What follows belongs to an exercise in optimizing a design on an open flow for small area and a short achievable clock period; a production flow would make more cautious choices. At most, simulation tests tie the RTL to the original design; equivalence was not proved. Function not checked in run 6: the RTL went through the layout flow alone. Power is estimated from default activity; no workload was simulated.

<file path="flow/config.mk">
export PLATFORM = sky130hd
export DESIGN_NAME = fpio_stream_ctrl
export DESIGN_NICKNAME = fpio_stream_ctrl
export VERILOG_FILES = /design/flow/design.v
export SDC_FILE = /design/flow/constraint.sdc
export NUM_CORES = 4
export LEC_CHECK = 0
export CAP_MARGIN = 20
export CORE_MARGIN = 2
export CORE_UTILIZATION = 55
export CTS_BUF_LIST = sky130_fd_sc_hd__clkbuf_8
export CTS_CLUSTER_DIAMETER = 80
export CTS_CLUSTER_SIZE = 14
export SETUP_SLACK_MARGIN = 3.5
export SLEW_MARGIN = 20
</file>
<file path="flow/constraint.sdc">
create_clock -name core_clock -period 7.5 [get_ports {clk}]
set_input_delay 1.5000 -clock core_clock [delete_from_list [all_inputs] [get_ports {clk}]]
set_output_delay 1.5000 -clock core_clock [all_outputs]
set_load 0.01 [all_outputs]
</file>
<file path="flow/design.v">
module fpio_sync_fifo #(
  parameter int FIFO_BITS  = 8,
  parameter int DATA_WIDTH = 8,
  parameter int LO_BITS    = 4,
  parameter bit FREE       = 1'b0    
) (
  input  logic                  clk,
  input  logic                  rstn,
  input  logic                  push,
  input  logic                  pop,
  input  logic                  flush,
  input  logic [DATA_WIDTH-1:0] wdata,
  output logic [DATA_WIDTH-1:0] rdata,
  output logic [FIFO_BITS:0]    lvl,
  output logic [FIFO_BITS:0]    lvl_next,
  output logic                  full,
  output logic                  empty,
  output logic                  empty_next,
  output logic                  full_next
);
  localparam int DEPTH = 1 << FIFO_BITS;
  localparam int LO = LO_BITS;
  localparam int HI = FIFO_BITS - LO_BITS;
  localparam int NLO = 1 << LO;
  localparam int NHI = 1 << HI;
  localparam logic [FIFO_BITS:0] FULL_CNT = (FIFO_BITS+1)'(DEPTH);
  localparam logic [FIFO_BITS:0] LVL_RST  = FREE ? FULL_CNT : '0;
  logic [DATA_WIDTH-1:0] mem [DEPTH];
  logic [FIFO_BITS-1:0]  wr_ptr;
  logic [NLO-1:0]        rsel_lo;     
  logic [NHI-1:0]        rsel_hi;     
  logic                  one;         
  logic                  do_push;
  logic                  do_pop;
  logic [DATA_WIDTH-1:0] head;
  assign do_push = push && !full;
  assign do_pop  = pop && !empty;
  assign rdata   = head;
  always_comb begin
    lvl_next = lvl;
    if (flush)                   lvl_next = LVL_RST;
    else if (do_push && !do_pop) lvl_next = FREE ? lvl - 1'b1 : lvl + 1'b1;
    else if (do_pop && !do_push) lvl_next = FREE ? lvl + 1'b1 : lvl - 1'b1;
  end
  logic one_next;
  always_comb begin
    if (FREE) begin
      empty_next = (lvl_next == FULL_CNT);
      full_next  = (lvl_next == '0);
      one_next   = (lvl_next == FULL_CNT - 1'b1);
    end else begin
      empty_next = (lvl_next == '0);
      full_next  = (lvl_next == FULL_CNT);
      one_next   = (lvl_next == (FIFO_BITS+1)'(1));
    end
  end
  always_ff @(posedge clk or negedge rstn) begin
    if (!rstn) begin
      wr_ptr  <= '0;
      rsel_lo <= (NLO)'(2);
      rsel_hi <= (NHI)'(1);
      lvl     <= LVL_RST;
      empty   <= 1'b1;
      full    <= 1'b0;
      one     <= 1'b0;
    end else begin
      lvl   <= lvl_next;
      empty <= empty_next;
      full  <= full_next;
      one   <= one_next;
      if (flush) begin
        wr_ptr  <= '0;
        rsel_lo <= (NLO)'(2);
        rsel_hi <= (NHI)'(1);
      end else begin
        if (do_push) wr_ptr <= wr_ptr + 1'b1;
        if (do_pop) begin
          rsel_lo <= {rsel_lo[NLO-2:0], rsel_lo[NLO-1]};
          if (rsel_lo[NLO-1]) rsel_hi <= {rsel_hi[NHI-2:0], rsel_hi[NHI-1]};
        end
      end
    end
  end
  logic [DEPTH-1:0] we;
  always_comb begin
    for (int i = 0; i < DEPTH; i++)
      we[i] = (wr_ptr == (FIFO_BITS)'(i));
  end
  always_ff @(posedge clk) begin
    for (int i = 0; i < DEPTH; i++)
      if (we[i]) mem[i] <= wdata;
  end
  logic [DATA_WIDTH-1:0] grp [NHI];
  logic [DATA_WIDTH-1:0] nxt_data;
  always_comb begin
    for (int g = 0; g < NHI; g++) begin
      grp[g] = '0;
      for (int i = 0; i < NLO; i++)
        grp[g] = grp[g] | (mem[g*NLO+i] & {DATA_WIDTH{rsel_lo[i]}});
    end
    nxt_data = '0;
    for (int g = 0; g < NHI; g++)
      nxt_data = nxt_data | (grp[g] & {DATA_WIDTH{rsel_hi[g]}});
  end
  always_ff @(posedge clk) begin
    if (do_pop) head <= one ? wdata : nxt_data;
    else if (empty) head <= wdata;
  end
endmodule
module fpio_stream_ctrl #(
  parameter int FIFO_BITS  = 8,
  parameter int DATA_WIDTH = 8,
  parameter int ADDR_BITS  = 4
) (
  input  logic                  clk,
  input  logic                  rstn,
  output logic                  irq,
  input  logic [ADDR_BITS-1:0]  host_addr,
  input  logic                  host_write_en,
  input  logic [31:0]           host_write_data,
  input  logic                  host_read_en,
  output logic [31:0]           host_read_data,
  output logic [DATA_WIDTH-1:0] dat_o_data,
  output logic                  dat_o_valid,
  input  logic                  dat_o_ready,
  input  logic [DATA_WIDTH-1:0] dat_i_data,
  input  logic                  dat_i_valid,
  output logic                  dat_i_ready
);
  localparam int A_TXDATA  = 0;
  localparam int A_TXFREE  = 1;
  localparam int A_RXDATA  = 2;
  localparam int A_RXCOUNT = 3;
  localparam int A_CTRL    = 4;
  localparam int A_DIVISOR = 5;
  localparam int A_STATUS  = 6;
  localparam int A_IRQEN   = 7;
  localparam int A_TXTHR   = 8;
  localparam int A_RXTHR   = 9;
  typedef logic [FIFO_BITS:0]   cnt_t;
  typedef logic [ADDR_BITS-1:0] addr_t;
  logic        tx_en;
  logic        rx_en;
  logic [15:0] divisor;
  logic [15:0] pace_cnt;
  logic        tx_ovf;
  logic        rx_unf;
  logic [3:0]  irq_en;
  cnt_t        tx_thr;
  cnt_t        rx_thr;
  logic        tx_low;
  logic        rx_high;
  logic        o_valid;
  logic        i_ready;
  cnt_t                  tx_free, tx_free_next, rx_count, rx_count_next;
  logic                  tx_full, tx_empty, rx_full, rx_empty;
  logic                  tx_empty_next, tx_full_next, rx_empty_next, rx_full_next;
  logic [DATA_WIDTH-1:0] rx_head;
  logic wr_txdata, wr_ctrl, wr_div, wr_status, wr_irqen, wr_txthr, wr_rxthr;
  logic rd_rxdata;
  logic tx_pop, tx_flush, rx_push, rx_flush;
  logic tx_ovf_set, rx_unf_set, tx_ovf_clr, rx_unf_clr;
  assign wr_txdata = host_write_en && (host_addr == addr_t'(A_TXDATA));
  assign wr_ctrl   = host_write_en && (host_addr == addr_t'(A_CTRL));
  assign wr_div    = host_write_en && (host_addr == addr_t'(A_DIVISOR));
  assign wr_status = host_write_en && (host_addr == addr_t'(A_STATUS));
  assign wr_irqen  = host_write_en && (host_addr == addr_t'(A_IRQEN));
  assign wr_txthr  = host_write_en && (host_addr == addr_t'(A_TXTHR));
  assign wr_rxthr  = host_write_en && (host_addr == addr_t'(A_RXTHR));
  assign rd_rxdata = host_read_en  && (host_addr == addr_t'(A_RXDATA));
  assign tx_flush    = wr_ctrl && host_write_data[2];
  assign rx_flush    = wr_ctrl && host_write_data[3];
  assign dat_o_valid = o_valid;
  assign tx_pop      = o_valid && dat_o_ready;
  assign dat_i_ready = i_ready;
  assign rx_push     = dat_i_valid && i_ready;
  assign tx_ovf_set = wr_txdata && tx_full;
  assign rx_unf_set = rd_rxdata && rx_empty;
  assign tx_ovf_clr = wr_status && host_write_data[0];
  assign rx_unf_clr = wr_status && host_write_data[1];
  fpio_sync_fifo #(.FIFO_BITS(FIFO_BITS), .DATA_WIDTH(DATA_WIDTH), .FREE(1'b1)) u_tx_fifo (
    .clk        (clk),
    .rstn       (rstn),
    .push       (wr_txdata),
    .pop        (tx_pop),
    .flush      (tx_flush),
    .wdata      (host_write_data[DATA_WIDTH-1:0]),
    .rdata      (dat_o_data),
    .lvl        (tx_free),
    .lvl_next   (tx_free_next),
    .full       (tx_full),
    .empty      (tx_empty),
    .empty_next (tx_empty_next),
    .full_next  (tx_full_next)
  );
  fpio_sync_fifo #(.FIFO_BITS(FIFO_BITS), .DATA_WIDTH(DATA_WIDTH), .FREE(1'b0)) u_rx_fifo (
    .clk        (clk),
    .rstn       (rstn),
    .push       (rx_push),
    .pop        (rd_rxdata),
    .flush      (rx_flush),
    .wdata      (dat_i_data),
    .rdata      (rx_head),
    .lvl        (rx_count),
    .lvl_next   (rx_count_next),
    .full       (rx_full),
    .empty      (rx_empty),
    .empty_next (rx_empty_next),
    .full_next  (rx_full_next)
  );
  logic        tx_en_n, rx_en_n;
  logic [15:0] pace_n;
  cnt_t        tx_thr_n, rx_thr_n;
  logic        tx_ovf_n, rx_unf_n;
  always_comb begin
    tx_en_n  = wr_ctrl  ? host_write_data[0] : tx_en;
    rx_en_n  = wr_ctrl  ? host_write_data[1] : rx_en;
    tx_thr_n = wr_txthr ? host_write_data[FIFO_BITS:0] : tx_thr;
    rx_thr_n = wr_rxthr ? host_write_data[FIFO_BITS:0] : rx_thr;
    tx_ovf_n = tx_ovf_set || (tx_ovf && !tx_ovf_clr);
    rx_unf_n = rx_unf_set || (rx_unf && !rx_unf_clr);
    if (tx_flush)            pace_n = '0;
    else if (tx_pop)         pace_n = divisor;
    else if (pace_cnt != '0) pace_n = pace_cnt - 16'd1;
    else                     pace_n = pace_cnt;
  end
  always_ff @(posedge clk or negedge rstn) begin
    if (!rstn) begin
      tx_en    <= 1'b0;
      rx_en    <= 1'b0;
      divisor  <= '0;
      pace_cnt <= '0;
      tx_ovf   <= 1'b0;
      rx_unf   <= 1'b0;
      irq_en   <= '0;
      tx_thr   <= '0;
      rx_thr   <= '0;
      irq      <= 1'b0;
      tx_low   <= 1'b1;
      rx_high  <= 1'b1;
      o_valid  <= 1'b0;
      i_ready  <= 1'b0;
    end else begin
      tx_en    <= tx_en_n;
      rx_en    <= rx_en_n;
      if (wr_div)   divisor <= host_write_data[15:0];
      if (wr_irqen) irq_en  <= host_write_data[3:0];
      tx_thr   <= tx_thr_n;
      rx_thr   <= rx_thr_n;
      tx_ovf   <= tx_ovf_n;
      rx_unf   <= rx_unf_n;
      pace_cnt <= pace_n;
      irq      <= |({rx_high, tx_low, rx_unf, tx_ovf} & irq_en);
      tx_low   <= ({1'b0, tx_free_next} + {1'b0, tx_thr_n}) >= 10'd256;
      rx_high  <= (rx_count_next >= rx_thr_n);
      o_valid  <= tx_en_n && !tx_empty_next && (pace_n == '0);
      i_ready  <= rx_en_n && !rx_full_next;
    end
  end
  logic [15:0] rb_txfree, rb_rxdata, rd_rxcount, rd_ctrl, rd_div, rd_status;
  logic [15:0] rd_irqen, rd_txthr, rd_rxthr;
  logic [15:0] rd_g0, rd_g1, rd_g2;
  always_comb begin
    rb_txfree  = 16'(tx_free);
    rb_rxdata  = rx_empty ? 16'd0 : 16'(rx_head);
    rd_rxcount = 16'(rx_count);
    rd_ctrl    = {14'd0, rx_en, tx_en};
    rd_div     = divisor;
    rd_status  = {12'd0, rx_high, tx_low, rx_unf, tx_ovf};
    rd_irqen   = {12'd0, irq_en};
    rd_txthr   = 16'(tx_thr);
    rd_rxthr   = 16'(rx_thr);
    case (host_addr[1:0])
      2'd0:    rd_g0 = 16'd0;
      2'd1:    rd_g0 = rb_txfree;
      2'd2:    rd_g0 = rb_rxdata;
      default: rd_g0 = rd_rxcount;
    endcase
    case (host_addr[1:0])
      2'd0:    rd_g1 = rd_ctrl;
      2'd1:    rd_g1 = rd_div;
      2'd2:    rd_g1 = rd_status;
      default: rd_g1 = rd_irqen;
    endcase
    case (host_addr[1:0])
      2'd0:    rd_g2 = rd_txthr;
      2'd1:    rd_g2 = rd_rxthr;
      default: rd_g2 = 16'd0;
    endcase
    host_read_data = '0;
    case (host_addr[3:2])
      2'd0:    host_read_data[15:0] = rd_g0;
      2'd1:    host_read_data[15:0] = rd_g1;
      2'd2:    host_read_data[15:0] = rd_g2;
      default: host_read_data[15:0] = 16'd0;
    endcase
  end
endmodule
</file>
<file path="flow/run.sh">
#!/bin/bash
# synth_recipe.tcl (not shown) runs the flow's synth.tcl, then flattens the netlist and writes it again
# the make line also repeats each setting of config.mk as NAME=value (left out here)
make -C /OpenROAD-flow-scripts/flow DESIGN_CONFIG=/design/flow/config.mk WORK_HOME=/design/flow/orfs CLKGATE_MAP_FILE= SYNTH_SCRIPT=/design/flow/synth_recipe.tcl finish
</file>
==> results.yml, run 1 <==
sta:
  rsz0062_at_grt: "true"
  finalMaxSlewViolations: 0
  post-route-min-period_ns: 4.12
  final.setup_skew_ns: 0.0692
  tns_ns: 0
  hold_violations: 0
  holdWs_ns: 0.450
  fmax_ghz: 0.243
  finalCritPeriodShare: 0.549
  slew_headroom: 0.122
  setup_viol: 0
  worst_pin_slew_ns: 1.31
global_routing:
  busiest_layer: "met2"
  met2_usage: 0.522
  grt_pass1_vias: 86608
  met1_usage: 0.447
  met3_usage: 0.0522
  grt_max_degree: 209
  grt_pass1_wl_um: 673000
  antenna_found_initial: 13
  track_usage: 0.327
  gr-total-overflow: 0
clock_network:
  tritoncts: "yes"
  cts-root-buf: "clkbuf_8"
  insertion_delay_ns: 1.11
  cts_max_level: 5
  cts_sinks: 4279
  clock_path_buffers: 4
  cts_buffers: 343
  clkTransAtPathRegs_ns: 0.09
finish:
  drive_gt1_frac: 0.0878
  nets: 9000
  final_core_util: 0.591
  area_growth_syn_to_layout_pct: 6.95
  instances_no_fill: 12792
synth:
  synth_cell_type_count: 76
  yosys.area.top_type: "edfxtp_1"
  yosysWarnings: 7
  netlist_top_cells_count: "edfxtp_1, a22oi_1, a22o_1"
  synth_top_area_frac: 0.784
  ys_seq_area_frac: 0.811
  synthTopCellsByArea: "edfxtp_1, a22oi_1, a22o_1"
  synth-edff-count: 4112
  ys_ff_latch: 4279
  synth.most_common_cell: "edfxtp_1"
  async_flop_share: 0.0390
  syn_area_um2: 157000
  avgSynthCellArea_um2: 17.7
  synthFlopType: "edfxtp_1"
  synth_cells: 8920
floorplanning:
  ios: 93
  initial_core_util: 0.553
  die_h_um: 539
  dieArea_um2: 291000
  die_x_um: 539
  fp.coreArea_um2: 285000
  fp-row-count: 196
worst_setup_path:
  cp.required_ns: 6.00
  crit_fanout: 7
  critPathKind: "in2out"
  cp-end-kind: "output port"
  cp_data_arrival_time_ns: 2.62
  cp-start-kind: "primary input"
drt:
  wl_per_cell_um: 37.8
  num_vias: 90650
  first_pass_iters: 6
  drt-initial-drc-count: 13750
  drt-total-wl_um: 484000
  drc: 0
  postRouteAntennaNets: 0
  via_per_inst: 7.09
place:
  numPortBuffers: 60
  hpwl_um: 272000
  place_inst: 12311
  gp_congestion: 0.875
hold_path:
  hold_path_class: "in2async"
status:
  status: "finished clean"
pwr:
  max-vdd-ir-drop_mv: 0.216
  p_leak_nw: 51.5
  cellPowerDensity_nw_per_um2: 250
flow_run:
  timing.max_cap.violations: 0
[path summary, 6_finish.rpt]
kind	from	endpoint	slack, ns	depth (start not counted)
max	host_addr[3]	host_read_data[4]	3.38	5
max reg2reg	u_rx_fifo.rsel_lo[0]$_DFFE_PN0P_	u_rx_fifo.head[4]$_DFFE_PP_	3.42	9
min in group core_clock	rx_thr[3]$_DFF_PN0_	rx_thr[3]$_DFF_PN0_	0.53	2
max in group asynchronous	rstn	u_tx_fifo.rsel_lo[3]$_DFFE_PN0P_	5.77	2
min reg2reg	rx_thr[3]$_DFF_PN0_	rx_thr[3]$_DFF_PN0_	0.53	2
min	rstn	pace_cnt[14]$_DFF_PN0_	0.45	1
[routing by layer]
layer,wire (µm),vias up
li1,-,36749
met1,183000,47370
met2,231000,5527
met3,45500,1000
met4,25100,4
met5,27,-
[report_power, final]
group / switching (mW) / internal [mW] / leakage, nW
Sequential: 0.382 / 26.6 / 39.1
Combinational: 2.56 / 0.915 / 9.50
Clock: 7.43 / 4.23 / 2.93
[flip-flops by register name, indices dropped and copies added, names as in the netlist, 4 cells and up]
name and count:
u_tx_fifo.wr_ptr 8, u_rx_fifo.lvl 9, u_tx_fifo.rsel_lo 16, u_tx_fifo.mem 2048, u_rx_fifo.rsel_lo 16, u_rx_fifo.rsel_hi 16, tx_thr 9, divisor 16
pace_cnt 16, irq_en 4, u_rx_fifo.mem 2048, u_rx_fifo.wr_ptr 8, u_tx_fifo.lvl 9, u_tx_fifo.head 8, u_rx_fifo.head 8, u_tx_fifo.rsel_hi 16
rx_thr 9
[area by class of cell]
| type | instances | area, µm² |
|---|---|---|
| Fill cell | 21235 | 117000 |
| Clock buffer | 346 | 4760 |
| Timing Repair Buffer | 261 | 2750 |
| Tap cell | 3762 | 4710 |
| Sequential cell | 4279 | 128000 |
| Inverter | 27 | 106 |
| Multi-Input combinational cell | 4007 | 27800 |
| Antenna cell | 14 | 35.0 |
| Clock inverter | 96 | 468 |
[metrics by stage]
step / total power [mW] / setup slack, ns / area (µm²)
6_report: 42.1 / 3.38 / 168000
5_1_grt: 43.1 / 3.33 / 168000
4_1_cts: 42.0 / 3.34 / 168000
3_5_place_dp: 30.8 / 1.68 / 163000
3_3_place_gp: 30.7 / 1.65 / 162000
2_1_floorplan: 28.8 / 3.47 / 158000
[timing repair]
action / 4_1_cts / 5_1_grt
gates resized for setup: 139 / 28
setup endpoints to repair: 27 / 21
buffers inserted: 18 / 2
pin swaps: 17 / 13
cloned: 3 / 0
hold buffers: 0 / 0
[kinds of logic (layout without fill, tap and decap cells)]
logic type | count (synthesis) | after routing | synth area share
compound gates | 2466 | 2466 | 0.123
xor+xnor | 32 | 32 | 0.00178
fa+ha+maj | 31 | 31 | 0.00246
buf+inv | 649 | 730 | 0.0161
flops | 4279 | 4279 | 0.811
mux | 59 | 59 | 0.00420
other cells | 1 | 30 | 0.0000238
simple gates | 1403 | 1403 | 0.0423
[critical path, stage by stage]
cell             delay (ns)
buf_12                 0.10
inv_6                  0.04
or3_4                  0.48
o221ai_4               0.24
clkdlybuf4s15_2        0.25
[cell usage in the layout (no fill, tap or decap), drive strengths merged, types with 9 or more instances in the layout]
| cell | netlist | final |
|---|---|---|
| ha | 31 | 31 |
| buf | 207 | 211 |
| clkinvlp | 0 | 12 |
| o21ai | 201 | 201 |
| nor2 | 595 | 595 |
| inv | 27 | 109 |
| nand2 | 159 | 159 |
| xor2 | 15 | 15 |
| a22o | 596 | 596 |
| mux2i | 23 | 23 |
| nand3 | 258 | 258 |
| dfstp | 9 | 9 |
| mux2 | 34 | 34 |
| nor4 | 29 | 29 |
| a21oi | 75 | 75 |
| xnor2 | 17 | 17 |
| nor2b | 21 | 21 |
| or3 | 9 | 9 |
| a22oi | 980 | 980 |
| dfrtp | 158 | 158 |
| diode | 0 | 14 |
| edfxtp | 4112 | 4112 |
| nor3 | 13 | 13 |
| clkdlybuf4s50 | 0 | 23 |
| conb | 1 | 16 |
| clkbuf | 415 | 363 |
| nand4 | 257 | 257 |
| and3 | 16 | 16 |
| a221oi | 563 | 563 |
==> run 2: changes to the inputs <==
--- a/flow/design.v
+++ b/flow/design.v
@@ -1,8 +1,9 @@
 module fpio_sync_fifo #(
   parameter int FIFO_BITS  = 8,
   parameter int DATA_WIDTH = 8,
-  parameter int LO_BITS    = 4,
-  parameter bit FREE       = 1'b0    
+  parameter int LO_BITS    = 5,
+  parameter bit FREE       = 1'b0,   
+  parameter bit ZERO_EMPTY = 1'b0    
 ) (
   input  logic                  clk,
   input  logic                  rstn,
@@ -27,8 +28,10 @@
   localparam logic [FIFO_BITS:0] LVL_RST  = FREE ? FULL_CNT : '0;
   logic [DATA_WIDTH-1:0] mem [DEPTH];
   logic [FIFO_BITS-1:0]  wr_ptr;
-  logic [NLO-1:0]        rsel_lo;     
-  logic [NHI-1:0]        rsel_hi;     
+  logic [NLO-1:0]        rsel_lo_n;
+  logic [NHI-1:0]        rsel_hi_n;
+  localparam logic [NLO-1:0] RLO_INIT = {{(NLO-2){1'b1}}, 2'b01};
+  localparam logic [NHI-1:0] RHI_INIT = {{(NHI-1){1'b1}}, 1'b0};
   logic                  one;         
   logic                  do_push;
   logic                  do_pop;
@@ -57,8 +60,8 @@
   always_ff @(posedge clk or negedge rstn) begin
     if (!rstn) begin
       wr_ptr  <= '0;
-      rsel_lo <= (NLO)'(2);
-      rsel_hi <= (NHI)'(1);
+      rsel_lo_n <= RLO_INIT;
+      rsel_hi_n <= RHI_INIT;
       lvl     <= LVL_RST;
       empty   <= 1'b1;
       full    <= 1'b0;
@@ -69,14 +72,14 @@
       full  <= full_next;
       one   <= one_next;
       if (flush) begin
-        wr_ptr  <= '0;
-        rsel_lo <= (NLO)'(2);
-        rsel_hi <= (NHI)'(1);
+        wr_ptr    <= '0;
+        rsel_lo_n <= RLO_INIT;
+        rsel_hi_n <= RHI_INIT;
       end else begin
         if (do_push) wr_ptr <= wr_ptr + 1'b1;
         if (do_pop) begin
-          rsel_lo <= {rsel_lo[NLO-2:0], rsel_lo[NLO-1]};
-          if (rsel_lo[NLO-1]) rsel_hi <= {rsel_hi[NHI-2:0], rsel_hi[NHI-1]};
+          rsel_lo_n <= {rsel_lo_n[NLO-2:0], rsel_lo_n[NLO-1]};
+          if (!rsel_lo_n[NLO-1]) rsel_hi_n <= {rsel_hi_n[NHI-2:0], rsel_hi_n[NHI-1]};
         end
       end
     end
@@ -94,17 +97,26 @@
   logic [DATA_WIDTH-1:0] nxt_data;
   always_comb begin
     for (int g = 0; g < NHI; g++) begin
-      grp[g] = '0;
+      grp[g] = {DATA_WIDTH{1'b1}};
       for (int i = 0; i < NLO; i++)
-        grp[g] = grp[g] | (mem[g*NLO+i] & {DATA_WIDTH{rsel_lo[i]}});
+        grp[g] = grp[g] & (mem[g*NLO+i] | {DATA_WIDTH{rsel_lo_n[i]}});
     end
-    nxt_data = '0;
+    nxt_data = {DATA_WIDTH{1'b1}};
     for (int g = 0; g < NHI; g++)
-      nxt_data = nxt_data | (grp[g] & {DATA_WIDTH{rsel_hi[g]}});
+      nxt_data = nxt_data & (grp[g] | {DATA_WIDTH{rsel_hi_n[g]}});
   end
-  always_ff @(posedge clk) begin
-    if (do_pop) head <= one ? wdata : nxt_data;
-    else if (empty) head <= wdata;
+  logic empty_after;    
+  assign empty_after = flush || (!do_push && (empty || (one && do_pop)));
+  always_ff @(posedge clk or negedge rstn) begin
+    if (!rstn) begin
+      head <= '0;
+    end else if (ZERO_EMPTY && empty_after) begin
+      head <= '0;
+    end else if (do_pop) begin
+      head <= one ? wdata : nxt_data;
+    end else if (empty) begin
+      head <= wdata;
+    end
   end
 endmodule
 module fpio_stream_ctrl #(
@@ -193,7 +205,8 @@
     .empty_next (tx_empty_next),
     .full_next  (tx_full_next)
   );
-  fpio_sync_fifo #(.FIFO_BITS(FIFO_BITS), .DATA_WIDTH(DATA_WIDTH), .FREE(1'b0)) u_rx_fifo (
+  fpio_sync_fifo #(.FIFO_BITS(FIFO_BITS), .DATA_WIDTH(DATA_WIDTH), .FREE(1'b0),
+                   .ZERO_EMPTY(1'b1)) u_rx_fifo (
     .clk        (clk),
     .rstn       (rstn),
     .push       (rx_push),
@@ -262,7 +275,7 @@
   logic [15:0] rd_g0, rd_g1, rd_g2;
   always_comb begin
     rb_txfree  = 16'(tx_free);
-    rb_rxdata  = rx_empty ? 16'd0 : 16'(rx_head);
+    rb_rxdata  = 16'(rx_head);    
     rd_rxcount = 16'(rx_count);
     rd_ctrl    = {14'd0, rx_en, tx_en};
     rd_div     = divisor;
==> results.yml, run 2 <==
sta:
  final.setup_skew_ns: 0.0751
  rsz0062_at_grt: "true"
  fmax_ghz: 0.239
  finalMaxSlewViolations: 0
  post-route-min-period_ns: 4.18
  worst_pin_slew_ns: 1.29
  slew_headroom: 0.136
  setup_viol: 0
  tns_ns: 0
  setup_ws_ns: 3.32
  finalCritPeriodShare: 0.558
  hold_violations: 0
pwr:
  power_switching_mw: 16.5
  p_leak_nw: 50.9
  cellPowerDensity_nw_per_um2: 299
  switching_share: 0.328
  p_seq_frac: 0.586
  p_int_mw: 33.9
  pwr-share-comb: 0.177
  clkPwrFrac: 0.237
  total_power_mw: 50.4
  max-vdd-ir-drop_mv: 0.322
floorplanning:
  fp-row-count: 195
  initial_core_util: 0.553
  dieArea_um2: 288000
  ios: 93
  die_h_um: 537
  fp.coreArea_um2: 282000
  die_x_um: 537
drt:
  postRouteAntennaNets: 0
  num_vias: 95099
  drc: 0
  wl_per_cell_um: 40.7
  first_pass_iters: 6
  drt-initial-drc-count: 15557
  drt-total-wl_um: 532000
  via_per_inst: 7.28
synth:
  synth_cell_type_count: 79
  synthFlopType: "edfxtp_1"
  avgSynthCellArea_um2: 17.2
  synth_cells: 9057
  yosys.area.top_type: "edfxtp_1"
  async_flop_share: 0.0463
  synth-edff-count: 4096
  netlist_top_cells_count: "edfxtp_1, o22ai_1, nor2_1"
  syn_area_um2: 156000
  synth_top_area_frac: 0.788
  ys_ff_latch: 4295
  synth.most_common_cell: "edfxtp_1"
  synthTopCellsByArea: "edfxtp_1, o22ai_1, dfrtp_1"
  yosysWarnings: 7
  ys_seq_area_frac: 0.821
clock_network:
  cts_max_level: 5
  tritoncts: "yes"
  cts_buffers: 346
  cts_sinks: 4295
  clkTransAtPathRegs_ns: 0.10
  insertion_delay_ns: 1.16
  cts-root-buf: "clkbuf_8"
  hold_buffers: 0
  clock_path_buffers: 4
worst_setup_path:
  crit_start: "host_addr[0]"
  rr_worst_depth: 7
  crit_slowest_cell: "mux2_4"
  cp_data_arrival_time_ns: 2.68
  slowest_delay_ns: 0.31
  cp-start-kind: "primary input"
  ff2ff_setup_slack_ns: 3.41
  crit_fanout: 7
  crit_top_cell: "buf_12"
  cp-end-kind: "output port"
  cp_cell_sequence: "buf_12, buf_12, mux2_4, a22oi_2, o22ai_2, a22o_1, buf_2"
  cp.required_ns: 6.00
  r2r_start: "u_rx_fifo.rsel_lo_n[25]$_DFFE_PN1N_"
  critPathKind: "in2out"
  crit_end: "host_read_data[0]"
  r2r-end: "u_rx_fifo.head[7]$_DFFE_PN0P_"
place:
  gp_congestion: 0.905
  hpwl_um: 310000
  place_ws_ns: 1.60
  numPortBuffers: 60
finish:
  top_regs: "u_rx_fifo.mem x2048, u_tx_fifo.mem x2048"
  area_growth_syn_to_layout_pct: 7.99
  fill_cells: 20756
  nets: 9277
  drive_gt1_frac: 0.114
  final_cell_mix: "edfxtp_1, o22ai_1, nor2_1"
  layout_commonest_cell: "edfxtp_1"
flow_run:
  timing.max_cap.violations: 0
status:
  status: "finished clean"
global_routing:
  grt_pass1_vias: 89102
  track_usage: 0.363
  gr-total-overflow: 0
  grt_pass1_wl_um: 722000
  grt_max_degree: 202
  antenna_found_initial: 10
hold_path:
  hold_path_class: "in2async"
run 2: cell type report:
cell class	count	area, µm²	share of cell area
Inverter	38	143	0.000847
Sequential cell	4295	128000	0.762
Timing Repair Buffer	389	3640	0.0216
Clock buffer	355	4890	0.0290
Multi-Input combinational cell	4126	26200	0.156
Tap cell	3743	4680	0.0278
Antenna cell	8	20.0	0.000119
Clock inverter	110	589	0.00350
run 2: cell families after synthesis:
group                      share of synthesized area
DFF                                            0.821
other                                      0.0000240
buffers and inverters                         0.0161
muxes                                        0.00512
AOI/OAI and AO/OA                              0.103
xor gates and xnor gates                     0.00155
adders and majority gates                    0.00249
and+or+nand+nor                               0.0510
run 2: critical path, delay by kind of cell:
kind / cells / cell delay, ns
buffers and inverters: 3 / 0.38
muxes: 1 / 0.31
AOI/OAI and AO/OA: 3 / 0.49
run 2: power by group through the flow:
stage / sequential, mW / clock (mW) / combinational [mW]
after CTS: 29.4 / 11.9 / 8.58
after detailed placement: 30.0 / 0 / 8.46
after floorplan: 27.6 / 0 / 5.00
after global placement: 30.0 / 0 / 8.38
after global routing: 29.4 / 12.7 / 9.08
final: 29.6 / 11.9 / 8.93
run 2: worst min-delay path by stage:
stage / start / to / slack [ns] / cells past startpoint
after floorplan: u_rx_fifo.head[2]$_DFFE_PN0P_ / u_rx_fifo.head[2]$_DFFE_PN0P_ / 0.46 / 2
after global placement: rx_thr[1]$_DFF_PN0_ / rx_thr[1]$_DFF_PN0_ / 0.52 / 2
after detailed placement: rx_en$_DFF_PN0_ / rx_en$_DFF_PN0_ / 0.52 / 1
after CTS: rstn / u_tx_fifo.wr_ptr[3]$_DFFE_PN0P_ / 0.38 / 1
after global routing: rstn / divisor[9]$_DFFE_PN0P_ / 0.48 / 1
final: rstn / divisor[13]$_DFFE_PN0P_ / 0.44 / 1
run 2: timing repair:
action	CTS	global route
resized for setup	142	30
endpoints found under the hold margin	0	0
endpoints found under the setup margin	33	28
setup buffers	18	2
cloned	4	0
pin swaps	17	8
run 2: through the flow:
stage | utilization | instances | hold slack (ns) | cell area (µm²)
after floorplan | - | 9072 | 0.458 | 156000
after global placement | 0.573 | 12551 | 0.518 | 162000
after detailed placement | 0.574 | 12560 | 0.518 | 162000
after CTS | 0.596 | 13047 | 0.385 | 168000
after global routing | 0.597 | 13057 | 0.475 | 168000
final | 0.597 | 13064 | 0.436 | 168000
run 2: layer usage:
layer,vias up,routed length (µm),global-route usage
li1,37368,-,-
met1,48949,193000,0.498
met2,7357,245000,0.564
met3,1415,61600,0.0668
met4,10,32000,0.184
met5,-,62,0
==> run 3: changes to the inputs <==
--- a/flow/config.mk
+++ b/flow/config.mk
@@ -7,9 +7,9 @@
 export LEC_CHECK = 0
 export CAP_MARGIN = 20
 export CORE_MARGIN = 2
-export CORE_UTILIZATION = 55
+export CORE_UTILIZATION = 62
 export CTS_BUF_LIST = sky130_fd_sc_hd__clkbuf_8
 export CTS_CLUSTER_DIAMETER = 80
 export CTS_CLUSTER_SIZE = 14
-export SETUP_SLACK_MARGIN = 3.5
+export SETUP_SLACK_MARGIN = 4.0
 export SLEW_MARGIN = 20
==> results.yml, run 3 <==
pwr:
  p_int_mw: 34.2
  max-vdd-ir-drop_mv: 0.285
  p_seq_frac: 0.570
  switching_share: 0.331
  pwr-share-comb: 0.199
  p_leak_nw: 51.6
  clkPwrFrac: 0.231
  power_switching_mw: 17.0
  cellPowerDensity_nw_per_um2: 301
drt:
  postRouteAntennaNets: 0
  drt-initial-drc-count: 17277
  via_per_inst: 7.57
  first_pass_iters: 8
  drt-total-wl_um: 544000
  drc: 0
  num_vias: 96575
  wl_per_cell_um: 42.6
worst_setup_path:
  rr_worst_depth: 3
  cp.required_ns: 6.00
  slowest_delay_ns: 0.20
  cp_data_arrival_time_ns: 2.55
  r2r_start: "u_tx_fifo.wr_ptr[4]$_DFFE_PN0P_"
  ff2ff_setup_slack_ns: 3.78
  r2r-end: "u_tx_fifo.mem[231][3]$_DFFE_PN_"
  crit_slowest_cell: "a22oi_2"
  crit_fanout: 8
  cp_cell_sequence: "buf_16, nor2b_4, buf_12, a22oi_2, o22ai_2, a22o_1, buf_2"
  cp-start-kind: "primary input"
  critPathKind: "in2out"
  cp-end-kind: "output port"
sta:
  finalCritPeriodShare: 0.540
  rsz0062_at_grt: "true"
  slew_headroom: 0.177
  tns_ns: 0
  post-route-min-period_ns: 4.05
  final.setup_skew_ns: 0.0917
  setup_viol: 0
  fmax_ghz: 0.247
  hold_violations: 0
  setup_ws_ns: 3.45
  finalMaxSlewViolations: 0
  worst_pin_slew_ns: 1.23
global_routing:
  grt_max_degree: 194
  met2_usage: 0.632
  met3_usage: 0.0904
  antenna_found_initial: 22
  track_usage: 0.416
  grt_pass1_wl_um: 730000
  gr-total-overflow: 0
  met1_usage: 0.566
  busiest_layer: "met2"
  grt_pass1_vias: 89984
finish:
  top_regs: "u_rx_fifo.mem x2048, u_tx_fifo.mem x2048"
  area_growth_syn_to_layout_pct: 8.83
  layout_commonest_cell: "edfxtp_1"
  drive_gt1_frac: 0.131
  nets: 9374
  final_cell_mix: "edfxtp_1, o22ai_1, nor2_1"
synth:
  netlist_top_cells_count: "edfxtp_1, o22ai_1, nor2_1"
  async_flop_share: 0.0463
  synth_top_area_frac: 0.788
  synth_cells: 9057
  yosysWarnings: 7
  synthTopCellsByArea: "edfxtp_1, o22ai_1, dfrtp_1"
  yosys.area.top_type: "edfxtp_1"
  synth-edff-count: 4096
  synth_cell_type_count: 79
  ys_ff_latch: 4295
  avgSynthCellArea_um2: 17.2
  syn_area_um2: 156000
  synthFlopType: "edfxtp_1"
  synth.most_common_cell: "edfxtp_1"
  ys_seq_area_frac: 0.821
floorplanning:
  ios: 93
  fp-row-count: 184
  die_h_um: 506
  die_x_um: 506
  dieArea_um2: 256000
  fp.coreArea_um2: 251000
  initial_core_util: 0.622
clock_network:
  hold_buffers: 0
  cts_sinks: 4295
  tritoncts: "yes"
  cts_buffers: 357
  clock_path_buffers: 4
  insertion_delay_ns: 1.17
  cts_max_level: 5
  cts-root-buf: "clkbuf_8"
  clkTransAtPathRegs_ns: 0.09
place:
  numPortBuffers: 60
  gp_congestion: 0.924
  place_ws_ns: 1.76
  hpwl_um: 310000
flow_run:
  timing.max_cap.violations: 0
hold_path:
  hold_path_class: "in2async"
status:
  status: "finished clean"
==> run 3: area by class of cell <==
class                   instances  area, µm²
inverters                      38        143
clock inverters               107        472
repair buffers                475       4860
diodes                         18       45.0
well taps                    3348       4190
fillers                     16707      80900
flip-flops and latches       4295     128000
multi-input cells            4126      26800
clock buffers                 359       4940
==> run 3: worst max-delay path: cells and delay by family <==
| kind | cells | cell delay, ns |
|---|---|---|
| compound gates | 3 | 0.51 |
| simple gates | 1 | 0.13 |
| buf+inv | 3 | 0.40 |
==> run 3: what timing repair did <==
action,in CTS,in global routing
setup buffers,43,33
gates cloned,4,1
resized for setup,251,85
pin swaps,19,13
setup endpoints to repair,65,86
==> run 3: per-layer routing <==
metal  wire length, µm  part of all wire  up-vias
met5               103           0.00019        -
li1                  -                 -    37548
met2            246000              0.45     8501
met1            184000              0.34    48806
met4             39700             0.073       14
met3             74000              0.14     1706
==> run 3: through the flow <==
step                      utilization  cells  hold WS (ns)  total power, mW  area (µm²)
after floorplan                     -   9072         0.458             32.6      156000
after global placement          0.645  12184         0.509             38.3      162000
after detailed placement        0.646  12194         0.512             38.4      162000
after CTS                       0.673  12707         0.244             50.2      169000
after global routing            0.677  12750         0.293             51.9      170000
final                           0.677  12766         0.295             51.2      170000
==> run 3: power by group through the flow <==
| stage | Sequential, mW | Combinational (mW) | Clock (mW) |
|---|---|---|---|
| 5_1_grt | 29.1 | 10.2 | 12.6 |
| 4_1_cts | 29.2 | 9.19 | 11.8 |
| 6_report | 29.2 | 10.2 | 11.8 |
| 2_1_floorplan | 27.6 | 5.03 | 0 |
| 3_5_place_dp | 29.9 | 8.49 | 0 |
| 3_3_place_gp | 29.9 | 8.42 | 0 |
==> run 3: cell families (layout without fill, tap and decap cells) <==
logic type               Yosys count  count (layout)  share of synthesized area
other                              1              34                  0.0000240
multiplexers                      72              72                    0.00512
XOR/XNOR                          26              26                    0.00155
AND/OR/NAND/NOR                 1651            1651                     0.0510
adder cells (fa/ha/maj)           31              31                    0.00249
AO/OA/AOI/OAI                   2330            2330                      0.103
buffers and inverters            651             979                     0.0161
flip-flops                      4295            4295                      0.821
==> run 3: worst max-delay path by stage <==
stage | start | endpoint | slack, ns
2_1_floorplan | host_addr[0] | host_read_data[0] | 3.62
3_3_place_gp | host_addr[1] | tx_low$_DFF_PN1_ | 1.68
3_5_place_dp | host_addr[1] | tx_low$_DFF_PN1_ | 1.76
4_1_cts | u_rx_fifo.head[1]$_DFFE_PN0P_ | host_read_data[1] | 3.38
5_1_grt | u_rx_fifo.head[0]$_DFFE_PN0P_ | host_read_data[0] | 3.39
6_report | host_addr[0] | host_read_data[1] | 3.45
==> run 4: changes to the inputs <==
--- a/flow/config.mk
+++ b/flow/config.mk
@@ -8,8 +8,8 @@
 export CAP_MARGIN = 20
 export CORE_MARGIN = 2
 export CORE_UTILIZATION = 62
-export CTS_BUF_LIST = sky130_fd_sc_hd__clkbuf_8
-export CTS_CLUSTER_DIAMETER = 80
-export CTS_CLUSTER_SIZE = 14
+export CTS_BUF_LIST = sky130_fd_sc_hd__clkbuf_16
+export CTS_CLUSTER_DIAMETER = 90
+export CTS_CLUSTER_SIZE = 28
 export SETUP_SLACK_MARGIN = 4.0
 export SLEW_MARGIN = 20
==> results.yml, run 4 <==
floorplanning:
  fp-row-count: 184
  dieArea_um2: 256000
  ios: 93
  initial_core_util: 0.622
  die_x_um: 506
  fp.coreArea_um2: 251000
  die_h_um: 506
sta:
  post-route-min-period_ns: 4.05
  rsz0062_at_grt: "true"
  finalCritPeriodShare: 0.539
  slew_headroom: 0.163
  fmax_ghz: 0.247
  hold_violations: 0
  finalMaxSlewViolations: 0
  tns_ns: 0
  worst_pin_slew_ns: 1.25
  setup_viol: 0
  final.setup_skew_ns: 0.0443
worst_setup_path:
  crit_fanout: 7
  cp-start-kind: "primary input"
  slowest_delay_ns: 0.22
  critPathTopFamily: "compound AO/OA/AOI/OAI gates"
  critPathKind: "in2out"
  cp.required_ns: 6.00
  crit_slowest_cell: "a22o_1"
  cp-end-kind: "output port"
  critPathBufInv: 3
  cp_data_arrival_time_ns: 2.55
  cp_cell_sequence: "buf_16, nor2b_4, buf_6, a22oi_2, o22ai_2, a22o_1, buf_2"
pwr:
  power_switching_mw: 16.6
  p_int_mw: 34.3
  p_seq_frac: 0.572
  max-vdd-ir-drop_mv: 0.305
  pwr-share-comb: 0.201
  switching_share: 0.327
  cellPowerDensity_nw_per_um2: 301
  clkPwrFrac: 0.227
  p_leak_nw: 51.1
drt:
  drt-initial-drc-count: 17358
  wl_per_cell_um: 43.0
  via_per_inst: 7.62
  num_vias: 95766
  drc: 0
  postRouteAntennaNets: 0
  drt-total-wl_um: 540000
  first_pass_iters: 8
place:
  numPortBuffers: 60
  hpwl_um: 310000
  gp_congestion: 0.924
clock_network:
  tritoncts: "yes"
  insertion_delay_ns: 0.91
  cts_sinks: 4295
  cts_buffers: 173
  cts-root-buf: "clkbuf_16"
  clkTransAtPathRegs_ns: 0.10
  clock_path_buffers: 3
  cts_max_level: 4
  hold_buffers: 0
synth:
  synth_cells: 9057
  ys_ff_latch: 4295
  synthTopCellsByArea: "edfxtp_1, o22ai_1, dfrtp_1"
  synth_top_area_frac: 0.788
  ys_seq_area_frac: 0.821
  netlist_top_cells_count: "edfxtp_1, o22ai_1, nor2_1"
  avgSynthCellArea_um2: 17.2
  synthFlopType: "edfxtp_1"
  synth_cell_type_count: 79
  synth.most_common_cell: "edfxtp_1"
  yosysWarnings: 7
  syn_area_um2: 156000
  async_flop_share: 0.0463
  yosys.area.top_type: "edfxtp_1"
  synth-edff-count: 4096
finish:
  drive_gt1_frac: 0.115
  area_growth_syn_to_layout_pct: 8.52
  final_core_util: 0.675
  layout_commonest_cell: "edfxtp_1"
  final_cell_mix: "edfxtp_1, o22ai_1, nor2_1"
  top_regs: "u_rx_fifo.mem x2048, u_tx_fifo.mem x2048"
  nets: 9195
status:
  status: "finished clean"
hold_path:
  hold_path_class: "reg2reg"
global_routing:
  antenna_found_initial: 11
  grt_pass1_wl_um: 725000
  gr-total-overflow: 0
  track_usage: 0.413
  grt_pass1_vias: 88529
  grt_max_degree: 194
flow_run:
  timing.max_cap.violations: 0
==> run 4: layer usage <==
metal | part of all wire | vias to the layer above | global-route usage
li1 | - | 37252 | -
met1 | 0.34 | 48721 | 0.565
met2 | 0.46 | 8290 | 0.636
met3 | 0.13 | 1495 | 0.0810
met4 | 0.068 | 8 | 0.226
met5 | 0.00012 | - | 0
==> run 4: cells by family after synthesis <==
| group | after synthesis | share of synthesized area |
|---|---|---|
| flip-flops | 4295 | 0.821 |
| buffers and inverters | 651 | 0.0161 |
| AND/OR/NAND/NOR | 1651 | 0.0510 |
| AO/OA/AOI/OAI | 2330 | 0.103 |
| adder cells (fa/ha/maj) | 31 | 0.00249 |
| multiplexers | 72 | 0.00512 |
| other | 1 | 0.0000240 |
| XOR/XNOR | 26 | 0.00155 |
==> run 4: cell type report <==
class / count / area, µm²
repair buffers: 480 / 4850
diodes: 15 / 37.5
fillers: 16735 / 81400
well taps: 3348 / 4190
flip-flops and latches: 4295 / 128000
inverters: 38 / 143
clock inverters: 92 / 576
clock buffers: 175 / 4380
multi-input cells: 4126 / 26800
==> run 4: power by group through the flow <==
stage               logic, mW  clock network [mW]  registers [mW]
global route             10.3                12.2            29.0
CTS                      9.35                11.4            29.2
global placement         8.42                   0            29.9
finish                   10.2                11.5            29.1
detailed placement       8.49                   0            29.9
floorplan                5.03                   0            27.6
==> run 4: final timing paths <==
| kind | endpoint | cells after the start | startpoint | slack (ns) |
|---|---|---|---|---|
| setup / recovery | host_read_data[1] | 7 | host_addr[0] | 3.45 |
| hold reg to reg | rx_thr[8]$_DFF_PN0_ | 2 | rx_thr[8]$_DFF_PN0_ | 0.54 |
| max in group asynchronous | u_tx_fifo.rsel_lo_n[1]$_DFFE_PN0N_ | 2 | rstn | 5.47 |
| setup reg to reg | u_tx_fifo.mem[233][0]$_DFFE_PN_ | 4 | u_tx_fifo.wr_ptr[4]$_DFFE_PN0P_ | 3.78 |
| min in group asynchronous | irq_en[0]$_DFFE_PN0P_ | 1 | rstn | 0.55 |
| hold / removal | rx_thr[8]$_DFF_PN0_ | 2 | rx_thr[8]$_DFF_PN0_ | 0.54 |
==> run 4: timing repair <==
item / in CTS / in global routing
resized for setup: 222 / 69
endpoints found under the setup margin: 131 / 89
setup buffers: 54 / 28
pin swaps: 21 / 10
gates cloned: 2 / 1
==> run 4: through the flow <==
stage	instance area [µm²]	hold WS [ns]	std cells	power (mW)	worst slack, ns
floorplan	156000	0.458	9072	32.6	3.62
global placement	162000	0.509	12184	38.3	1.68
detailed placement	162000	0.512	12194	38.4	1.76
CTS	168000	0.540	12517	49.9	3.43
global route	169000	0.564	12558	51.5	3.43
finish	169000	0.543	12569	50.9	3.45
==> run 4: worst register-to-register path, delay by kind of cell (launching register included) <==
family | cells | cell delay (ns)
AND/OR/NAND/NOR | 3 | 2.66
flip-flops | 1 | 0.47
buffers and inverters | 1 | 0.29
==> run 5: changes to the inputs <==
--- a/flow/config.mk
+++ b/flow/config.mk
@@ -11,5 +11,5 @@
 export CTS_BUF_LIST = sky130_fd_sc_hd__clkbuf_16
 export CTS_CLUSTER_DIAMETER = 90
 export CTS_CLUSTER_SIZE = 28
-export SETUP_SLACK_MARGIN = 4.0
+export SETUP_SLACK_MARGIN = 3.75
 export SLEW_MARGIN = 20
==> results.yml, run 5 <==
floorplanning:
  die_x_um: 506
  fp.coreArea_um2: 251000
  fp-row-count: 184
  ios: 93
  dieArea_um2: 256000
  die_h_um: 506
  initial_core_util: 0.622
synth:
  synth_cell_type_count: 79
  synth_cells: 9057
  netlist_top_cells_count: "edfxtp_1, o22ai_1, nor2_1"
  async_flop_share: 0.0463
  synth-edff-count: 4096
  synth.most_common_cell: "edfxtp_1"
  synthTopCellsByArea: "edfxtp_1, o22ai_1, dfrtp_1"
  syn_area_um2: 156000
  yosys.area.top_type: "edfxtp_1"
  synth_top_area_frac: 0.788
  ys_ff_latch: 4295
  synthFlopType: "edfxtp_1"
  yosysWarnings: 7
  avgSynthCellArea_um2: 17.2
  ys_seq_area_frac: 0.821
clock_network:
  insertion_delay_ns: 0.89
  cts_buffers: 174
  clkTransAtPathRegs_ns: 0.09
  clock_path_buffers: 3
  hold_buffers: 0
  tritoncts: "yes"
  cts-root-buf: "clkbuf_16"
  cts_sinks: 4295
  cts_max_level: 4
flow_run:
  timing.max_cap.violations: 0
worst_setup_path:
  cp-end-kind: "output port"
  cp.required_ns: 6.00
  crit_fanout: 7
  cp_data_arrival_time_ns: 2.52
  critPathKind: "in2out"
  cp-start-kind: "primary input"
status:
  status: "finished clean"
sta:
  setup_ws_ns: 3.48
  rsz0062_at_grt: "true"
  holdWs_ns: 0.535
  tns_ns: 0
  finalCritPeriodShare: 0.536
  finalMaxSlewViolations: 0
  final.setup_skew_ns: 0.0451
  hold_violations: 0
  setup_viol: 0
  post-route-min-period_ns: 4.02
  worst_pin_slew_ns: 1.27
  slew_headroom: 0.143
  fmax_ghz: 0.249
drt:
  first_pass_iters: 9
  routed-wl-met3_um: 67300
  drc: 0
  drt-total-wl_um: 530000
  met2WireLength_um: 244000
  wl_per_cell_um: 42.3
  wl_met1_um: 184000
  highest_layer: "met5"
  postRouteAntennaNets: 0
  drt-initial-drc-count: 16949
  via_per_inst: 7.60
  num_vias: 95234
place:
  hpwl_um: 314000
  place_ws_ns: 1.77
  numPortBuffers: 60
  gp_congestion: 0.925
  postPlaceCellArea_um2: 162000
global_routing:
  grt_pass1_vias: 87836
  track_usage: 0.405
  grt_max_degree: 206
  antenna_found_initial: 18
  grt_pass1_wl_um: 712000
  gr-total-overflow: 0
finish:
  design_area_um2: 168000
  fill_cells: 16853
  final_cell_mix: "edfxtp_1, o22ai_1, nor2_1"
  top_regs: "u_rx_fifo.mem x2048, u_tx_fifo.mem x2048"
  area_growth_syn_to_layout_pct: 7.91
  multi_input_area_um2: 26400
  final_core_util: 0.672
  nets: 9177
  drive_gt1_frac: 0.107
  layout_commonest_cell: "edfxtp_1"
  seqCellArea_um2: 128000
pwr:
  max-vdd-ir-drop_mv: 0.341
  p_leak_nw: 50.8
  cellPowerDensity_nw_per_um2: 299
hold_path:
  hold_path_class: "reg2reg"
-- run 5: cell counts after synthesis --
Identical to the previous run, type by type.
-- run 5: cells by family (layout without fill, tap and decap cells) --
kind of cell	Yosys count	after routing	share of synthesized area
AOI/OAI and AO/OA	2330	2330	0.103
xor gates and xnor gates	26	26	0.00155
adders and majority gates	31	31	0.00249
buffers and inverters	651	756	0.0161
DFF	4295	4295	0.821
muxes	72	72	0.00512
other	1	26	0.0000240
and+or+nand+nor	1651	1651	0.0510
-- run 5: final cells by class --
type                       count  area share
antenna                       10    0.000149
clock inverter                82     0.00319
multi-input combinational   4126       0.157
sequential                  4295       0.762
inverter                      38    0.000847
timing repair buffer         461      0.0257
tap                         3348      0.0249
clock buffer                 175      0.0260
-- run 5: per-stage QoR --
step	cells	power, mW
floorplan	9072	32.6
global placement	12188	38.3
detailed placement	12197	38.4
CTS	12481	49.5
global route	12526	51.0
finish	12535	50.3
-- run 5: worst max-delay path: stages --
cell and delay [ns]:
buf_16 0.12, mux2_4 0.30, a22oi_2 0.14, o22ai_2 0.11, a22o_1 0.21, buf_2 0.14
-- run 5: routing by layer --
metal,vias up,global-route usage
met2,7838,0.627
met3,1502,0.0777
met5,-,0
li1,37203,-
met4,10,0.207
met1,48681,0.557
-- run 5: worst paths after layout --
path / startpoint / endpoint / slack [ns] / depth (start not counted)
setup / recovery: host_addr[0] / host_read_data[1] / 3.48 / 6
hold / removal: rx_thr[6]$_DFF_PN0_ / rx_thr[6]$_DFF_PN0_ / 0.53 / 2
setup reg to reg: u_rx_fifo.rsel_lo_n[11]$_DFFE_PN1N_ / u_rx_fifo.head[4]$_DFFE_PN0P_ / 3.58 / 7
hold reg to reg: rx_thr[6]$_DFF_PN0_ / rx_thr[6]$_DFF_PN0_ / 0.53 / 2
max in group asynchronous: rstn / u_rx_fifo.rsel_lo_n[1]$_DFFE_PN0N_ / 5.53 / 2
min in group asynchronous: rstn / irq_en[1]$_DFFE_PN0P_ / 0.63 / 1
-- run 5: timing repair --
action / 4_1_cts / 5_1_grt
resized for setup: 174 / 59
gates cloned: 2 / 3
buffers inserted: 25 / 24
pin swaps: 21 / 9
endpoints found under the setup margin: 60 / 33
hold endpoints to repair: 0 / 0
-- run 5: where the power goes --
group          switching (mW)  leakage [nW]  internal (mW)
registers                2.33          39.2           27.0
logic                    6.80          9.02           2.71
clock network            7.14          2.63           4.36
total                    16.3          50.8           34.0
==> run 6: changes to the inputs <==
--- a/flow/design.v
+++ b/flow/design.v
@@ -1,7 +1,7 @@
 module fpio_sync_fifo #(
   parameter int FIFO_BITS  = 8,
   parameter int DATA_WIDTH = 8,
-  parameter int LO_BITS    = 5,
+  parameter int LO_BITS    = 4,
   parameter bit FREE       = 1'b0,   
   parameter bit ZERO_EMPTY = 1'b0    
 ) (
==> results.yml, run 6 <==
drt:
  via_per_inst: 7.23
  first_pass_iters: 7
  postRouteAntennaNets: 0
  drt-total-wl_um: 486000
  drt-initial-drc-count: 15189
  drc: 0
  num_vias: 92645
  wl_per_cell_um: 37.9
place:
  place_inst: 12440
  hpwl_um: 273000
  postPlaceCellArea_um2: 161000
  gp_congestion: 0.888
  numPortBuffers: 60
synth:
  ys_ff_latch: 4279
  synthSimpleGateAreaFrac: 0.0538
  synth_top_family_by_area: "compound AO/OA/AOI/OAI gates"
  synthMuxAreaShare: 0.00518
  synth_top_area_frac: 0.788
  netlist_top_cells_count: "edfxtp_1, o22ai_1, nor2_1"
  synth_compound_area_frac: 0.102
  yosysWarnings: 7
  synthFlopType: "edfxtp_1"
  synth_fa_ha_area_frac: 0.00261
  syn_area_um2: 156000
  synthTopCellsByArea: "edfxtp_1, o22ai_1, nor2_1"
  synth_cell_type_count: 82
  ys_seq_area_frac: 0.818
  synth-xor-area-share: 0.00146
  synth_cells: 9437
  yosys.area.top_type: "edfxtp_1"
  async_flop_share: 0.0428
  synth-edff-count: 4096
  avgSynthCellArea_um2: 16.5
  synth.most_common_cell: "edfxtp_1"
worst_setup_path:
  slowest_delay_ns: 0.23
  r2r-end: "u_tx_fifo.head[3]$_DFFE_PN0P_"
  crit_slowest_cell: "o22a_1"
  critPathKind: "in2out"
  ff2ff_setup_slack_ns: 3.66
  cp-start-kind: "primary input"
  cp-end-kind: "output port"
  r2r_start: "u_tx_fifo.rsel_lo_n[8]$_DFFE_PN1N_"
  cp_cell_sequence: "buf_8, buf_12, nor2b_4, buf_6, buf_4, a22oi_2, o22a_1, o22ai_2, buf_2"
  crit_fanout: 8
  cp_data_arrival_time_ns: 2.63
  rr_worst_depth: 8
  cp.required_ns: 6.00
sta:
  post-route-min-period_ns: 4.13
  slew_headroom: 0.105
  finalMaxSlewViolations: 0
  fmax_ghz: 0.242
  setup_viol: 0
  tns_ns: 0
  finalCritPeriodShare: 0.551
  final.setup_skew_ns: 0.0408
  rsz0062_at_grt: "true"
  worst_pin_slew_ns: 1.34
  hold_violations: 0
hold_path:
  hold_path_end: "irq$_DFF_PN0_"
  min_from: "irq_en[2]$_DFFE_PN0P_"
  hold_path_class: "reg2reg"
  min_path_cells: 2
finish:
  nets: 9427
  area_growth_syn_to_layout_pct: 7.16
  final_cell_mix: "edfxtp_1, o22ai_1, nor2_1"
  drive_gt1_frac: 0.0784
  instances_no_fill: 12816
  layout_commonest_cell: "edfxtp_1"
  design_area_um2: 167000
  top_regs: "u_rx_fifo.mem x2048, u_tx_fifo.mem x2048"
pwr:
  p_seq_frac: 0.575
  cellPowerDensity_nw_per_um2: 294
  pwr-share-comb: 0.194
  max-vdd-ir-drop_mv: 0.250
  switching_share: 0.312
  p_leak_nw: 50.8
  p_int_mw: 33.7
  power_switching_mw: 15.3
  clkPwrFrac: 0.231
clock_network:
  cts-root-buf: "clkbuf_16"
  cts_sinks: 4279
  clock_path_buffers: 3
  tritoncts: "yes"
  cts_buffers: 171
  cts_max_level: 4
  clkTransAtPathRegs_ns: 0.11
  insertion_delay_ns: 0.90
floorplanning:
  fp-row-count: 184
  ios: 93
  initial_core_util: 0.622
  dieArea_um2: 256000
  die_h_um: 506
  fp.coreArea_um2: 251000
  die_x_um: 506
global_routing:
  track_usage: 0.370
  antenna_found_initial: 21
  grt_pass1_wl_um: 665000
  grt_pass1_vias: 86176
  grt_max_degree: 214
  gr-total-overflow: 0
status:
  status: "finished clean"
flow_run:
  timing.max_cap.violations: 0
[run 6: changes by cell type after synthesis, moves of 42 or more]
cell,before,now
nor2_1,584,1173
o22ai_1,1593,1901
a31oi_1,21,196
nor3_1,247,87
o221ai_1,235,80
o22a_1,234,79
nor4_1,316,194
a41oi_1,104,0
clkbuf_1,496,432
buf_1,96,157
nand2_1,254,207
nand3_1,108,66
[run 6: per-stage QoR]
step / worst slack [ns] / hold slack, ns / utilization / power [mW]
floorplan: 3.52 / 0.470 / - / 32.4
global placement: 1.79 / 0.512 / 0.641 / 37.3
detailed placement: 1.88 / 0.509 / 0.641 / 37.4
CTS: 3.39 / 0.537 / 0.664 / 48.5
global route: 3.31 / 0.565 / 0.667 / 50.0
finish: 3.37 / 0.539 / 0.667 / 49.1
[run 6: cells by family after synthesis]
logic type	count (synthesis)
flip-flops	4279
XOR/XNOR	26
buffers and inverters	655
AO/OA/AOI/OAI	2469
adder cells (fa/ha/maj)	33
multiplexers	73
other	1
AND/OR/NAND/NOR	1901
[run 6: worst max path at each step]
stage,slack [ns],cells after the start,startpoint,to
final,3.37,9,host_addr[1],host_read_data[3]
after floorplan,3.52,7,host_addr[0],host_read_data[8]
after detailed placement,1.88,13,host_addr[3],rx_high$_DFF_PN1_
after global routing,3.31,9,host_addr[1],host_read_data[14]
after global placement,1.79,13,host_addr[3],rx_high$_DFF_PN1_
after CTS,3.39,9,host_addr[1],host_read_data[11]
[run 6: timing repair]
| item | 4_1_cts | 5_1_grt |
|---|---|---|
| pin swaps | 14 | 9 |
| gates cloned | 3 | 5 |
| hold buffers | 0 | 0 |
| resized for setup | 143 | 26 |
| setup endpoints to repair | 40 | 34 |
| buffers inserted | 38 | 28 |
[run 6: power groups by stage]
stage | sequential (mW) | clock [mW] | combinational (mW)
6_report | 28.2 | 11.3 | 9.53
5_1_grt | 28.2 | 12.1 | 9.75
4_1_cts | 28.2 | 11.3 | 9.00
3_5_place_dp | 28.9 | 0 | 8.44
3_3_place_gp | 28.9 | 0 | 8.35
2_1_floorplan | 27.4 | 0 | 4.92
[run 6: layout make-up]
| cell class | instances | area [µm²] |
|---|---|---|
| inverter | 45 | 169 |
| fill | 17029 | 83500 |
| tap | 3348 | 4190 |
| multi-input combinational | 4521 | 26400 |
| sequential | 4279 | 128000 |
| timing repair buffer | 328 | 3670 |
| antenna | 27 | 67.6 |
| clock inverter | 91 | 417 |
| clock buffer | 177 | 4430 |
[run 6: metal layers]
| layer | wire [µm] | global-route usage |
|---|---|---|
| met5 | 175 | 0 |
| met3 | 53200 | 0.0612 |
| met1 | 174000 | 0.509 |
| met2 | 229000 | 0.581 |
| met4 | 29700 | 0.190 |
[run 6: worst max-delay path, delay by kind of cell]
family	cells	cell delay [ns]
compound gates	3	0.41
buf+inv	5	0.61
simple gates	1	0.10
==> run 7: changes to the inputs <==
--- a/flow/design.v
+++ b/flow/design.v
@@ -1,7 +1,7 @@
 module fpio_sync_fifo #(
   parameter int FIFO_BITS  = 8,
   parameter int DATA_WIDTH = 8,
-  parameter int LO_BITS    = 4,
+  parameter int LO_BITS    = 5,
   parameter bit FREE       = 1'b0,   
   parameter bit ZERO_EMPTY = 1'b0    
 ) (
@@ -272,7 +272,7 @@
   end
   logic [15:0] rb_txfree, rb_rxdata, rd_rxcount, rd_ctrl, rd_div, rd_status;
   logic [15:0] rd_irqen, rd_txthr, rd_rxthr;
-  logic [15:0] rd_g0, rd_g1, rd_g2;
+  logic [3:0]  adec_lo, adec_hi;
   always_comb begin
     rb_txfree  = 16'(tx_free);
     rb_rxdata  = 16'(rx_head);    
@@ -283,29 +283,20 @@
     rd_irqen   = {12'd0, irq_en};
     rd_txthr   = 16'(tx_thr);
     rd_rxthr   = 16'(rx_thr);
-    case (host_addr[1:0])
-      2'd0:    rd_g0 = 16'd0;
-      2'd1:    rd_g0 = rb_txfree;
-      2'd2:    rd_g0 = rb_rxdata;
-      default: rd_g0 = rd_rxcount;
-    endcase
-    case (host_addr[1:0])
-      2'd0:    rd_g1 = rd_ctrl;
-      2'd1:    rd_g1 = rd_div;
-      2'd2:    rd_g1 = rd_status;
-      default: rd_g1 = rd_irqen;
-    endcase
-    case (host_addr[1:0])
-      2'd0:    rd_g2 = rd_txthr;
-      2'd1:    rd_g2 = rd_rxthr;
-      default: rd_g2 = 16'd0;
-    endcase
+    for (int k = 0; k < 4; k++) begin
+      adec_lo[k] = (host_addr[1:0] == 2'(k));
+      adec_hi[k] = (host_addr[3:2] == 2'(k));
+    end
     host_read_data = '0;
-    case (host_addr[3:2])
-      2'd0:    host_read_data[15:0] = rd_g0;
-      2'd1:    host_read_data[15:0] = rd_g1;
-      2'd2:    host_read_data[15:0] = rd_g2;
-      default: host_read_data[15:0] = 16'd0;
-    endcase
+    host_read_data[15:0] =
+        ({16{adec_hi[0] & adec_lo[1]}} & rb_txfree)  |
+        ({16{adec_hi[0] & adec_lo[2]}} & rb_rxdata)  |
+        ({16{adec_hi[0] & adec_lo[3]}} & rd_rxcount) |
+        ({16{adec_hi[1] & adec_lo[0]}} & rd_ctrl)    |
+        ({16{adec_hi[1] & adec_lo[1]}} & rd_div)     |
+        ({16{adec_hi[1] & adec_lo[2]}} & rd_status)  |
+        ({16{adec_hi[1] & adec_lo[3]}} & rd_irqen)   |
+        ({16{adec_hi[2] & adec_lo[0]}} & rd_txthr)   |
+        ({16{adec_hi[2] & adec_lo[1]}} & rd_rxthr);
   end
 endmodule
==> results.yml, run 7 <==
sta:
  tns_ns: 0
  final.setup_skew_ns: 0.0447
  setup_ws_ns: 3.23
  worst_pin_slew_ns: 1.26
  rsz0062_at_grt: "true"
  post-route-min-period_ns: 4.27
  finalMaxSlewViolations: 0
  finalCritPeriodShare: 0.569
  hold_violations: 0
  slew_headroom: 0.155
  setup_viol: 0
  fmax_ghz: 0.234
global_routing:
  grt_max_degree: 202
  track_usage: 0.413
  grt_pass1_wl_um: 723000
  antenna_found_initial: 12
  gr-total-overflow: 0
  grt_pass1_vias: 88321
worst_setup_path:
  crit_slowest_cell: "a222oi_1"
  critPathKind: "in2out"
  cp-end-kind: "output port"
  critPathTopFamily: "compound AO/OA/AOI/OAI gates"
  r2r_start: "u_tx_fifo.rsel_lo_n[24]$_DFFE_PN1N_"
  critPathBufInv: 4
  cp_data_arrival_time_ns: 2.77
  cp.required_ns: 6.00
  cp_cell_sequence: "buf_8, buf_12, nand2b_4, nor2_4, buf_6, a222oi_1, o21ai_1, buf_2"
  r2r-end: "u_tx_fifo.head[2]$_DFFE_PN0P_"
  slowest_delay_ns: 0.41
  cp-start-kind: "primary input"
  crit_fanout: 6
  rr_worst_depth: 7
  ff2ff_setup_slack_ns: 3.58
finish:
  nets: 9185
  drive_gt1_frac: 0.110
  fill_cells: 16657
  final_cell_mix: "edfxtp_1, o22ai_1, nor2_1"
  layout_commonest_cell: "edfxtp_1"
  top_regs: "u_rx_fifo.mem x2048, u_tx_fifo.mem x2048"
  design_area_um2: 169000
  area_growth_syn_to_layout_pct: 8.21
  instances_no_fill: 12530
synth:
  async_flop_share: 0.0463
  synthTopCellsByArea: "edfxtp_1, o22ai_1, dfrtp_1"
  yosys.area.top_type: "edfxtp_1"
  synthFlopType: "edfxtp_1"
  netlist_top_cells_count: "edfxtp_1, o22ai_1, nor2_1"
  synth-edff-count: 4096
  syn_area_um2: 156000
  synth_top_area_frac: 0.789
  synth_fa_ha_area_frac: 0.00255
  ys_seq_area_frac: 0.821
  synth_cells: 9057
  synth_top_family_by_area: "compound AO/OA/AOI/OAI gates"
  ys_ff_latch: 4295
  synthSimpleGateAreaFrac: 0.0516
  synthMuxAreaShare: 0.00363
  synth.most_common_cell: "edfxtp_1"
  synth-xor-area-share: 0.00152
  yosysWarnings: 7
  avgSynthCellArea_um2: 17.2
  synth_cell_type_count: 76
  synth_compound_area_frac: 0.103
floorplanning:
  die_h_um: 506
  initial_core_util: 0.622
  fp.coreArea_um2: 251000
  die_x_um: 506
  fp-row-count: 184
  ios: 93
  dieArea_um2: 256000
place:
  numPortBuffers: 60
  hpwl_um: 306000
  place_ws_ns: 1.54
  postPlaceCellArea_um2: 162000
  gp_congestion: 0.925
  place_inst: 12191
pwr:
  pwr-share-comb: 0.202
  total_power_mw: 51.6
  max-vdd-ir-drop_mv: 0.314
  power_switching_mw: 17.1
  cellPowerDensity_nw_per_um2: 306
  clkPwrFrac: 0.224
  p_leak_nw: 50.9
  p_int_mw: 34.4
  p_seq_frac: 0.574
  switching_share: 0.332
drt:
  wl_per_cell_um: 42.8
  num_vias: 95649
  drt-initial-drc-count: 17422
  postRouteAntennaNets: 0
  drc: 0
  via_per_inst: 7.63
  drt-total-wl_um: 536000
  first_pass_iters: 14
hold_path:
  hold_path_class: "in2async"
clock_network:
  insertion_delay_ns: 0.93
  tritoncts: "yes"
  cts_buffers: 173
  clock_path_buffers: 3
  cts_sinks: 4295
  cts-root-buf: "clkbuf_16"
  hold_buffers: 0
  clkTransAtPathRegs_ns: 0.10
  cts_max_level: 4
status:
  status: "finished clean"
flow_run:
  timing.max_cap.violations: 0
## run 7: changes by cell type after synthesis, sizes merged, moves of 60 or more
cell / previous run / this run
a31oi: 196 / 28
nor2: 1173 / 593
o22a: 79 / 236
o22ai: 1902 / 1581
o221ai: 80 / 236
nor4: 195 / 306
nor3: 87 / 275
nand2: 207 / 267
a41oi: 0 / 110
## run 7: stage by stage
step,hold slack (ns),util
floorplan,0.457,-
global placement,0.512,0.644
detailed placement,0.526,0.645
CTS,0.507,0.670
global route,0.541,0.673
finish,0.500,0.673
## run 7: power groups by stage
stage | logic (mW) | clock network (mW) | registers [mW]
after global placement | 8.83 | 0 | 30.3
after detailed placement | 8.94 | 0 | 30.3
final | 10.4 | 11.5 | 29.6
after CTS | 9.81 | 11.4 | 29.5
after floorplan | 5.41 | 0 | 27.7
after global routing | 10.5 | 12.2 | 29.5
## run 7: worst max-delay path by stage
stage	from	endpoint	slack, ns	depth (start not counted)
after floorplan	host_write_en	rx_high$_DFF_PN1_	3.40	15
after global placement	host_addr[2]	rx_high$_DFF_PN1_	1.54	13
after detailed placement	host_addr[2]	rx_high$_DFF_PN1_	1.54	13
after CTS	host_addr[0]	host_read_data[2]	3.27	6
after global routing	host_addr[1]	host_read_data[4]	3.21	8
final	host_addr[1]	host_read_data[5]	3.23	8
## run 7: what timing repair did
action,CTS,global route
setup buffers,56,17
pin swaps,34,24
endpoints found under the hold margin,0,0
gates resized for setup,217,57
endpoints found under the setup margin,56,32
gates cloned,5,0
## run 7: cell families (layout without fill, tap and decap cells)
| logic type | count (synthesis) | count (layout) |
|---|---|---|
| xor gates and xnor gates | 27 | 27 |
| DFF | 4295 | 4295 |
| AOI/OAI and AO/OA | 2326 | 2326 |
| adders and majority gates | 32 | 32 |
| other | 1 | 23 |
| buffers and inverters | 643 | 746 |
| and+or+nand+nor | 1682 | 1682 |
| muxes | 51 | 51 |
## run 7: cell type report
cell class,count,area (µm²),share of cell area
diodes,7,17.5,0.000104
clock buffers,180,4500,0.0267
multi-input cells,4134,26600,0.157
flip-flops and latches,4295,128000,0.761
well taps,3348,4190,0.0248
repair buffers,469,4660,0.0276
inverters,31,116,0.000690
clock inverters,66,362,0.00214
## run 7: routing by layer
layer	track usage	wire, µm	up-vias
met5	0	39	-
met4	0.216	35700	6
met3	0.0767	70800	1552
met2	0.640	247000	8249
met1	0.566	183000	48622
li1	-	-	37220
## run 7: worst register-to-register path, cell delays in order (launching register included)
cell,delay (ns)
dfstp_4,1.01
buf_6,0.46
o22ai_1,0.16
nor4_1,0.56
a41oi_1,0.53
nor3_2,0.63
o2111ai_1,0.25
a31oi_1,0.23

Check on run 7: ideal ports give 3.233 ns setup slack; a clkbuf_16 on the clock port and buf_2 on the inputs give 3.115 ns; moving port delays by the midpoint clock arrival (1.004 ns) as well gives 2.793 ns.
